From an optimization exercise on the open Yosys and OpenROAD flow, aimed at small area, a short achievable clock period and few clock cycles per item; shortcuts taken in it are not production practice. The RTL was checked by simulation tests, not by an equivalence proof against the original design.

== before ==
==> flow/design.v <==
`timescale 1ns/1ps
package coproc_pkg;
	localparam int data_width = 8;
	localparam int axis_width = 32;
	localparam int a_rows   = 64;
	localparam int a_cols   = 7;
	localparam int b_words  = 16;
	localparam int c_words  = 3;
	localparam int n_hidden = 2;
	localparam int a_words   = a_rows * a_cols;
	localparam int in_words  = a_words + b_words + c_words;
	localparam int out_words = a_rows;
	localparam int a_addr_bits   = 9;
	localparam int b_addr_bits   = 4;
	localparam int c_addr_bits   = 2;
	localparam int res_addr_bits = 6;
	localparam int acc_width  = 19;
	localparam int frac_shift = 8;
endpackage
`timescale 1ns/1ps
import coproc_pkg::*;
module mlp_coproc (
	input  logic        ACLK,
	input  logic        ARESETN,
	input  logic        s_axis_tvalid,
	input  logic [31:0] s_axis_tdata,
	output logic        s_axis_tready,
	output logic        m_axis_tvalid,
	output logic [31:0] m_axis_tdata,
	output logic        m_axis_tlast,
	input  logic        m_axis_tready
);
	localparam int L   = in_words;
	localparam int TAP = L - 3;
	localparam int NQ = 2;
	localparam logic [9*NQ-1:0] QV = {9'd233, 9'd0};
	localparam logic [1:0] n_credits = 2'd3;
	function automatic logic [8:0] inc_mod(input logic [8:0] v);
		inc_mod = (v == 9'(L - 1)) ? 9'd0 : v + 9'd1;
	endfunction
	function automatic logic [7:0] sat_hi(input logic [acc_width-1:0] v);
		sat_hi = (|v[acc_width-1:16]) ? 8'hff : v[15:8];
	endfunction
	function automatic logic in_q(input logic [8:0] dd, input int k);
		in_q = 1'b0;
		for (int m = 0; m < NQ; m++) begin
			if (dd == 9'((int'(QV[9*m +: 9]) + L - k) % L)) begin
				in_q = 1'b1;
			end
		end
	endfunction
	logic       tready_q;
	logic       tready_n;
	logic       busy_q;
	logic       in_v;
	logic [7:0] din;
	logic [8:0] widx_l;
	logic [8:0] d_l;
	logic       accept;
	logic       rdy_acc;
	logic       rdy_idle;
	logic [8:0] ts;
	logic [8:0] cidx;
	logic [2:0] kk;
	logic       rd_full;
	logic [1:0] cred;
	logic       row_go;
	logic       consume;
	logic       take;
	logic       cdone;
	logic       abort;
	logic       v3;
	function automatic logic ready_for(input logic [8:0] w, input logic q_ok,
		input logic full, input logic [8:0] ci);
		if (w < 9'(a_words)) begin
			ready_for = q_ok && (!full || ci > w);
		end else begin
			ready_for = (w >= 9'(a_words + b_words)) || !full;
		end
	endfunction
	assign accept        = s_axis_tvalid & !busy_q;
	assign s_axis_tready = tready_q;
	assign tready_n      = accept ? rdy_acc : rdy_idle;
	logic [8:0] widx_1, widx_2;
	logic r_20, r_11, r_02;
	always_comb begin
		r_20     = ready_for(widx_2, in_q(d_l, 0), rd_full, cidx);
		r_11     = ready_for(widx_1, in_q(d_l, 1), rd_full, cidx);
		r_02     = ready_for(widx_l, in_q(d_l, 2), rd_full, cidx);
		rdy_acc  = in_v ? r_20 : r_11;
		rdy_idle = in_v ? r_11 : r_02;
	end
	always_ff @(posedge ACLK) begin
		if (!ARESETN) begin
			widx_l   <= 9'd0;
			widx_1   <= 9'd1;
			widx_2   <= 9'd2;
			d_l      <= 9'(L - 1);
			in_v     <= 1'b0;
			tready_q <= 1'b1;
			busy_q   <= 1'b0;
		end else begin
			if (in_v) begin
				widx_l <= widx_1;
				widx_1 <= widx_2;
				widx_2 <= inc_mod(widx_2);
			end else begin
				d_l <= inc_mod(d_l);
			end
			in_v     <= accept;
			tready_q <= tready_n;
			busy_q   <= !tready_n;
		end
		din <= s_axis_tdata[7:0];
	end
	logic is_a;
	assign is_a = (widx_l < 9'(a_words));
	logic [8*L-1:0] ring;
	always_ff @(posedge ACLK) begin
		ring <= {ring[8*(L-1)-1:0], ring[8*L-1 -: 8]};
		for (int m = 0; m < NQ; m++) begin
			if (in_v && is_a && d_l == QV[9*m +: 9]) begin
				ring[8*(QV[9*m +: 9] + 1) +: 8] <= din;
			end
		end
	end
	logic [7:0] bmem [0:b_words-1];
	logic [7:0] c0;
	logic [7:0] c1;
	logic [7:0] c2;
	always_ff @(posedge ACLK) begin
		for (int j = 0; j < b_words; j++) begin
			if (in_v && widx_l == 9'(a_words + j)) begin
				bmem[j] <= din;
			end
		end
		if (in_v && widx_l == 9'(a_words + b_words)) c0 <= din;
		if (in_v && widx_l == 9'(a_words + b_words + 1)) c1 <= din;
		if (in_v && widx_l == 9'(a_words + b_words + 2)) c2 <= din;
	end
	assign abort   = v3 && !cdone;
	assign row_go  = rd_full && (kk == 3'd0) && (ts == cidx) && (cred != 2'd0) && !abort;
	assign consume = ((kk != 3'd0) || row_go) && !abort;
	always_ff @(posedge ACLK) begin
		if (!ARESETN) begin
			ts      <= 9'd2;
			cidx    <= '0;
			kk      <= '0;
			rd_full <= 1'b0;
			cdone   <= 1'b0;
			cred    <= n_credits;
		end else begin
			ts <= inc_mod(ts);
			if (abort) begin
				kk   <= '0;
				cidx <= '0;
			end else if (consume) begin
				kk <= (kk == 3'd6) ? 3'd0 : kk + 3'd1;
				if (cidx == 9'(a_words - 1)) begin
					cidx    <= '0;
					rd_full <= 1'b0;
				end else begin
					cidx <= cidx + 9'd1;
				end
			end
			if (in_v && widx_l == 9'(a_words + b_words - 1)) begin
				rd_full <= 1'b1;
				cidx    <= '0;
				cdone   <= 1'b0;
			end
			if (in_v && widx_l == 9'(in_words - 1)) begin
				cdone <= 1'b1;
			end
			cred <= cred - 2'(row_go) + 2'(take) + (abort ? 2'd1 + 2'(kk != 3'd0) : 2'd0);
		end
	end
	logic        v1, f0_1, f6_1;
	logic        v2, f0_2, f6_2;
	logic [7:0]  bs0, bs1;
	logic [11:0] p0l, p0h, p1l, p1h;
	logic [acc_width-1:0] acc0, acc1;
	logic [7:0]  a_now;
	assign a_now = ring[8*(TAP + 1) +: 8];
	always_ff @(posedge ACLK) begin
		if (!ARESETN) begin
			v1 <= 1'b0;
			v2 <= 1'b0;
			v3 <= 1'b0;
		end else begin
			v1 <= consume;
			v2 <= v1;
			v3 <= v2 && f6_2;
		end
	end
	always_ff @(posedge ACLK) begin
		f0_1 <= (kk == 3'd0);
		f6_1 <= (kk == 3'd6);
		bs0  <= bmem[{kk + 3'd1, 1'b0}];
		bs1  <= bmem[{kk + 3'd1, 1'b1}];
		f0_2 <= f0_1;
		f6_2 <= f6_1;
		p0l  <= a_now * bs0[3:0];
		p0h  <= a_now * bs0[7:4];
		p1l  <= a_now * bs1[3:0];
		p1h  <= a_now * bs1[7:4];
		acc0 <= (f0_2 ? acc_width'(bmem[0]) : acc0) + acc_width'(p0l) + acc_width'({p0h, 4'd0});
		acc1 <= (f0_2 ? acc_width'(bmem[1]) : acc1) + acc_width'(p1l) + acc_width'({p1h, 4'd0});
	end
	logic [7:0]  h0, h1;
	logic [7:0]  sat0;
	logic [6:2]  st;
	logic [7:0]  opc;
	logic [3:0]  opn;
	logic [11:0] prod;
	logic [16:0] osum;
	logic        yv;
	logic [7:0]  y;
	assign sat0 = sat_hi(acc0);
	always_ff @(posedge ACLK) begin
		if (!ARESETN) begin
			st <= '0;
			yv <= 1'b0;
		end else begin
			st <= {st[5:2], v3 && cdone};
			yv <= st[6];
		end
	end
	always_ff @(posedge ACLK) begin
		if (v3) begin
			h0 <= sat0;
			h1 <= sat_hi(acc1);
		end
		opc  <= (v3 || st[2]) ? c1 : c2;
		opn  <= v3 ? sat0[3:0] : st[2] ? h0[7:4] : st[3] ? h1[3:0] : h1[7:4];
		prod <= opc * opn;
		osum <= (st[3] ? 17'(c0) : osum) + ((st[4] || st[6]) ? 17'({prod, 4'd0}) : 17'(prod));
	end
	assign y = osum[16] ? 8'hff : osum[15:8];
	logic       e0_v, e1_v, e2_v;
	logic [8:0] e1, e2;
	logic [8:0] yl;
	logic [5:0] rcnt;
	logic e0_e;
	logic e0_v_n;
	assign take = !e0_e && m_axis_tready;
	always_comb begin
		if (take) begin
			e0_v_n = e1_v || yv;
		end else begin
			e0_v_n = !e0_e || yv;
		end
	end
	assign yl = {rcnt == 6'd63, y};
	always_ff @(posedge ACLK) begin
		if (!ARESETN) begin
			e0_v <= 1'b0;
			e0_e <= 1'b1;
			e1_v <= 1'b0;
			e2_v <= 1'b0;
			rcnt <= '0;
		end else begin
			if (yv) begin
				rcnt <= rcnt + 6'd1;
			end
			e0_v <= e0_v_n;
			e0_e <= !e0_v_n;
			if (take) begin
				e1_v <= e2_v || (e1_v && yv);
				e2_v <= e2_v && yv;
			end else if (!e0_e && !e1_v) begin
				e1_v <= yv;
			end else if (e1_v && !e2_v) begin
				e2_v <= yv;
			end
		end
	end
	logic [8:0] e0_n;
	logic [8:0] e0_i;
	logic [8:0] od;
	always_comb begin
		if (take) begin
			e0_n = e1_v ? e1 : yl;
		end else if (e0_e) begin
			e0_n = yl;
		end else begin
			e0_n = ~e0_i;
		end
	end
	always_ff @(posedge ACLK) begin
		e0_i <= ~e0_n;
		od   <= e0_n;
		if (take) begin
			e1 <= e2_v ? e2 : yl;
			e2 <= yl;
		end else if (!e0_e && !e1_v) begin
			e1 <= yl;
		end else if (e1_v && !e2_v) begin
			e2 <= yl;
		end
	end
	assign m_axis_tvalid = e0_v;
	assign m_axis_tdata  = {24'd0, od[7:0]};
	assign m_axis_tlast  = od[8];
endmodule
clock: 11.0 ns
lec_check: 0
abc_clock_period_in_ps: 3500
cap_margin: 20
core_margin: 2
core_utilization: 65
cts_cluster_diameter: 80
cts_cluster_size: 25
slew_margin: 20
standard.sh (not shown) runs the stock make flow with config.mk's settings and CLKGATE_MAP_FILE= SYNTH_SCRIPT=/design/flow/synth_recipe.tcl, a recipe that flattens the netlist after the stock synthesis.
==> flow/flow/run.sh <==
#!/bin/bash
set -euo pipefail
SETUP_MARGIN=7.6
bash standard.sh SETUP_SLACK_MARGIN=$SETUP_MARGIN "BUFFER_PORTS_ARGS=-buffer_cell sky130_fd_sc_hd__buf_4" finish > flow_standard.log 2>&1
Testbench counts of before, summed over its fixed seeds: cycles 18,592, frames 32.
#### Input delta (after over before)
--- a/flow/design.v
+++ b/flow/design.v
@@ -66,11 +66,8 @@
 	logic [1:0] cred;
 	logic       row_go;
 	logic       consume;
 	logic       take;
-	logic       cdone;
-	logic       abort;
-	logic       v3;
 	function automatic logic ready_for(input logic [8:0] w, input logic q_ok,
 		input logic full, input logic [8:0] ci);
 		if (w < 9'(a_words)) begin
 			ready_for = q_ok && (!full || ci > w);
@@ -137,25 +134,20 @@
 		if (in_v && widx_l == 9'(a_words + b_words)) c0 <= din;
 		if (in_v && widx_l == 9'(a_words + b_words + 1)) c1 <= din;
 		if (in_v && widx_l == 9'(a_words + b_words + 2)) c2 <= din;
 	end
-	assign abort   = v3 && !cdone;
-	assign row_go  = rd_full && (kk == 3'd0) && (ts == cidx) && (cred != 2'd0) && !abort;
-	assign consume = ((kk != 3'd0) || row_go) && !abort;
+	assign row_go  = rd_full && (kk == 3'd0) && (ts == cidx) && (cred != 2'd0);
+	assign consume = (kk != 3'd0) || row_go;
 	always_ff @(posedge ACLK) begin
 		if (!ARESETN) begin
 			ts      <= 9'd2;
 			cidx    <= '0;
 			kk      <= '0;
 			rd_full <= 1'b0;
-			cdone   <= 1'b0;
 			cred    <= n_credits;
 		end else begin
 			ts <= inc_mod(ts);
-			if (abort) begin
-				kk   <= '0;
-				cidx <= '0;
-			end else if (consume) begin
+			if (consume) begin
 				kk <= (kk == 3'd6) ? 3'd0 : kk + 3'd1;
 				if (cidx == 9'(a_words - 1)) begin
 					cidx    <= '0;
 					rd_full <= 1'b0;
@@ -165,18 +157,15 @@
 			end
 			if (in_v && widx_l == 9'(a_words + b_words - 1)) begin
 				rd_full <= 1'b1;
 				cidx    <= '0;
-				cdone   <= 1'b0;
-			end
-			if (in_v && widx_l == 9'(in_words - 1)) begin
-				cdone <= 1'b1;
-			end
-			cred <= cred - 2'(row_go) + 2'(take) + (abort ? 2'd1 + 2'(kk != 3'd0) : 2'd0);
+			end
+			cred <= cred - 2'(row_go) + 2'(take);
 		end
 	end
 	logic        v1, f0_1, f6_1;
 	logic        v2, f0_2, f6_2;
+	logic        v3;
 	logic [7:0]  bs0, bs1;
 	logic [11:0] p0l, p0h, p1l, p1h;
 	logic [acc_width-1:0] acc0, acc1;
 	logic [7:0]  a_now;
@@ -220,9 +209,9 @@
 		if (!ARESETN) begin
 			st <= '0;
 			yv <= 1'b0;
 		end else begin
-			st <= {st[5:2], v3 && cdone};
+			st <= {st[5:2], v3};
 			yv <= st[6];
 		end
 	end
 	always_ff @(posedge ACLK) begin
Results
- Going from before to after, the sequential share of layout area was found to have gone up by 0.34 points.
- On number of clock sinks, after and before are neck and neck.
- Per the comparison of after with before, met2 track demand over resource fell 0.36 points, final routed wirelength across all metal layers down about 1%, worst hold slack went up.
- The standard cells in after occupy less silicon area than those in before do.
- The sequential cell count of before and that of after are within noise of each other.
- On number of cells in the finished layout apart from fillers, after and before are neck and neck.
Testbench counts of after, summed over its fixed seeds: cycles 18,592, frames 32.

[static timing again, ports no longer ideal]
The results above use ideal ports. As a check the final layouts listed here were re-extracted and re-timed, cells and wires unchanged. Step 1: set_driving_cell puts a clkbuf_16 on ACLK and a buf_2 on each other input, an assumption about the parent block. Step 2 times the ports against the registers' clock, not the clock port: input delays grow and output delays shrink by t, the midpoint of the rising clock arrivals with the driver on. a / b / c = ideal / step 1 / step 2; a / b = the first two.
| run | t (ns) | setup WS [ns] | hold slack, ns | worst setup path after step 2 | clock arrival spread, ns |
|---|---|---|---|---|---|
| before | 0.863 | 7.529 / 7.455 / 7.324 | 0.297 / 0.297 / 0.297 | input to register | 0.047 / 0.047 |
| after | 0.863 | 7.542 / 7.466 / 7.357 | 0.316 / 0.316 / 0.316 | input to register | 0.046 / 0.045 |
After both steps every run listed still meets setup and hold. The setup slack of before, which loses most, moves by -0.074 ns with the drivers and by -0.205 ns with both steps.
